Background: an optimization exercise with open tools, aiming at small area and few clock cycles. Do not read the settings as production practice. The RTL was checked by simulation tests, not by an equivalence proof against the original design. No activity file was given, so power comes from the tool's default toggle rates.

## red
Design stepper_pulse_job_generator_unit, start of the top module:
module stepper_pulse_job_generator_unit #(
    parameter int DEFAULT_INTERVAL = spjg_pkg::DEFAULT_INTERVAL_DEF,
    parameter int TIME_BITS        = spjg_pkg::TIME_BITS_DEF
) (
    input  logic                                aclk,
    input  logic                                aresetn,
    input  logic                                s_tvalid,
    output logic                                s_tready,
    input  logic [spjg_pkg::S_TDATA_W-1:0]      s_tdata,
    input  logic [spjg_pkg::CMD_W-1:0]          s_tuser,
    output logic                                m_tvalid,
    input  logic                                m_tready,
    output logic [spjg_pkg::M_TDATA_W-1:0]      m_tdata,
    input  logic                                cfg_valid,
    output logic                                cfg_ready,
    input  logic [spjg_pkg::CFG_IDX_W-1:0]      cfg_index,
    input  logic [spjg_pkg::CFG_DATA_W-1:0]     cfg_data
);
==> flow/config.mk <==
export PLATFORM = sky130hd
export DESIGN_NAME = stepper_pulse_job_generator_unit
export DESIGN_NICKNAME = stepper_pulse_job_generator_unit
export VERILOG_FILES = /design/flow/design.v
export SDC_FILE = /design/flow/constraint.sdc
export NUM_CORES = 4
export LEC_CHECK = 0
export ABC_AREA = 1
export CAP_MARGIN = 20
export CORE_MARGIN = 2
export CORE_UTILIZATION = 40
export SLEW_MARGIN = 20
==> flow/constraint.sdc <==
create_clock -name core_clock -period 8.0 [get_ports {aclk}]
set_input_delay 1.6000 -clock core_clock [delete_from_list [all_inputs] [get_ports {aclk}]]
set_output_delay 1.6000 -clock core_clock [all_outputs]
set_load 0.01 [all_outputs]
run.sh (not shown) runs the stock make flow with config.mk's settings and CLKGATE_MAP_FILE= SYNTH_SCRIPT=/design/flow/synth_recipe.tcl, a recipe that flattens the netlist after the stock synthesis.
Testbench counts of red, summed over its fixed seeds: cycles 19,266.
### red -> blue
- removing ABC_AREA (formerly 1)
==> flow/flow/run.sh (new file) <==
#!/bin/bash
# The standard layout (the standard.sh: ORFS synthesis to finish), with the port buffers
# made from the smallest buffer cell and a clock tree built without dummy loads.
set -euo pipefail
export BUFFER_PORTS_ARGS="-buffer_cell sky130_fd_sc_hd__buf_1"
export CTS_ARGS="-sink_clustering_enable -repair_clock_nets -dont_use_dummy_load"
bash standard.sh > standard.log 2>&1
==> flow/standard.sh (new file) <==
#!/bin/bash
# synth_recipe.tcl (not shown) runs the flow's synth.tcl, then flattens the netlist and writes it again
# the make line also repeats each setting of config.mk as NAME=value (left out here)
make -C /OpenROAD-flow-scripts/flow DESIGN_CONFIG=/design/flow/config.mk WORK_HOME=/design/flow/orfs CLKGATE_MAP_FILE= SYNTH_SCRIPT=/design/flow/synth_recipe.tcl "${@:-finish}"
removed: flow/run.sh
### Flow results
Between blue and red, the worst hold slack figures differ only marginally.
Summary of blue over red: share of synthesized cell area in full adder, half adder and majority cells moved up; total power now sits lower; routed wire length rose by about 7%; clock-net power has decreased; sequential power neither gained nor lost much.
Input changes introduced in green (baseline for comparison: blue):
==> flow/run.sh (new file) <==
#!/bin/bash
# synth_recipe.tcl (not shown) runs the flow's synth.tcl, then flattens the netlist and writes it again
# the make line also repeats each setting of config.mk as NAME=value (left out here)
make -C /OpenROAD-flow-scripts/flow DESIGN_CONFIG=/design/flow/config.mk WORK_HOME=/design/flow/orfs CLKGATE_MAP_FILE= SYNTH_SCRIPT=/design/flow/synth_recipe.tcl finish
removed: flow/flow/run.sh
removed: flow/standard.sh
Findings:
green does worse than blue on routed wire length.
NOTE: total power in green exceeds that of blue
In the tables for blue and green, clock network fraction of design power reads lower with blue.

---

v6:
Another version of the RTL of stepper_pulse_job_generator_unit (not shown whole).
Size: about 410 flip-flops, roughly 140 I/O pins, about 19000 µm² of cells after synthesis.
Design stepper_pulse_job_generator_unit, start of the top module:
module stepper_pulse_job_generator_unit #(
    parameter int DEFAULT_INTERVAL = spjg_pkg::DEFAULT_INTERVAL_DEF,
    parameter int TIME_BITS        = spjg_pkg::TIME_BITS_DEF
) (
    input  logic                                aclk,
    input  logic                                aresetn,
    input  logic                                s_tvalid,
    output logic                                s_tready,
    input  logic [spjg_pkg::S_TDATA_W-1:0]      s_tdata,
    input  logic [spjg_pkg::CMD_W-1:0]          s_tuser,
    output logic                                m_tvalid,
    input  logic                                m_tready,
    output logic [spjg_pkg::M_TDATA_W-1:0]      m_tdata,
    input  logic                                cfg_valid,
    output logic                                cfg_ready,
    input  logic [spjg_pkg::CFG_IDX_W-1:0]      cfg_index,
    input  logic [spjg_pkg::CFG_DATA_W-1:0]     cfg_data
);
export LEC_CHECK = 0
export CAP_MARGIN = 20
export CORE_MARGIN = 2
export CORE_UTILIZATION = 40
export SLEW_MARGIN = 20
create_clock -name core_clock -period 8.0 [get_ports {aclk}]
standard.sh (not shown) runs the stock make flow with config.mk's settings and CLKGATE_MAP_FILE= SYNTH_SCRIPT=/design/flow/synth_recipe.tcl, a recipe that flattens the netlist after the stock synthesis.
==> flow/flow/run.sh <==
#!/bin/bash
# The standard layout (standard.sh: ORFS from synthesis to finish) with three changes:
# - technology mapping in synthesis uses an area-recovering ABC script (flow/abc_map.script)
#   in place of ORFS's speed script; everything else in synthesis is unchanged, so the
#   registers are the standard synthesis's;
# - the port buffers are made from the smallest buffer cell;
# - the clock tree is built from clkbuf_8 with up to 16 registers per leaf buffer and no
#   dummy loads.
# Each ORFS step writes its full log under orfs/logs/; make's output goes to standard.log.
set -euo pipefail
rm -rf scripts
cp -r "$FLOW_HOME/scripts" scripts
cp flow/abc_map.script scripts/abc_speed.script
export SCRIPTS_DIR="$PWD/scripts"
export BUFFER_PORTS_ARGS="-buffer_cell sky130_fd_sc_hd__buf_1"
export CTS_ARGS="-sink_clustering_enable -repair_clock_nets -dont_use_dummy_load -sink_clustering_size 16 -sink_clustering_max_diameter 50 -buf_list sky130_fd_sc_hd__clkbuf_8"
bash standard.sh > standard.log 2>&1
==> flow/flow/abc_map.script <==
&get -n
&st
&syn2
&dch
&nf -R 1000
&st
&dch
&nf -R 1000
&put
topo
stime -c
dnsize -c
Testbench counts of v6, summed over its fixed seeds: cycles 19,266.
> inputs changed (v6 -> v7)
-- flow/flow/run.sh --
<<< v6, line 7
# - the clock tree is built from clkbuf_8 with up to 16 registers per leaf buffer and no
>>> v7, line 7
# - the clock tree is built from clkbuf_16 with up to 30 registers per leaf buffer and no
<<< v6, line 16
export CTS_ARGS="-sink_clustering_enable -repair_clock_nets -dont_use_dummy_load -sink_clustering_size 16 -sink_clustering_max_diameter 50 -buf_list sky130_fd_sc_hd__clkbuf_8"
>>> v7, line 16
export CTS_ARGS="-sink_clustering_enable -repair_clock_nets -dont_use_dummy_load -sink_clustering_size 30 -sink_clustering_max_diameter 80 -buf_list sky130_fd_sc_hd__clkbuf_16"
--- outcome ---
Routed wire length per instance essentially unchanged between v7 and v6. Diff v6 -> v7: part of the cycle the worst path needs now larger; routed length on met3 went down; routed wire length dropped 290 µm; power share of the sequential group was more or less identical. Compared v7 against v6; cell area within noise. Global-route met3 utilization (lower): v7. Compared to v6, v7 has global-route wire length before repair about 0.7% lower. For the routed length on met2, v7 came in about 0.8% higher than v6 did. Delta(worst hold slack after final layout, v7 - v6) > 0. On clock share of power, v6 and v7 are basically level.

-- static timing again, ports no longer ideal --
No port has a modelled driver above. Below, the same layouts with a new extraction and two added sets of constraints. Step 1 assumes that a clkbuf_16 drives the clock port and a buf_2 every other input. Step 2 times the ports against the registers' clock, not the clock port: input delays grow and output delays shrink by t, the midpoint of the rising clock arrivals with the driver on. a / b / c = ideal / step 1 / step 2; a / b = the first two.
run	t, ns	setup slack, ns	worst hold slack (ns)	worst slew at a driven data input, ns
red	0.591	1.527 / 1.562 / 0.971	0.466 / 0.466 / 0.466	0.10
blue	0.607	1.990 / 2.023 / 1.416	0.464 / 0.464 / 0.464	0.07
green	0.608	1.763 / 1.794 / 1.186	0.461 / 0.461 / 0.461	0.06
v6	0.607	0.560 / 0.560 / 0.152	0.439 / 0.439 / 0.439	0.07
v7	0.588	0.543 / 0.543 / 0.203	0.446 / 0.446 / 0.446	0.07
After both steps setup and hold are still met in every run listed. The setup slack of green, which loses most, moves by +0.031 ns with the drivers and by -0.577 ns with both steps.
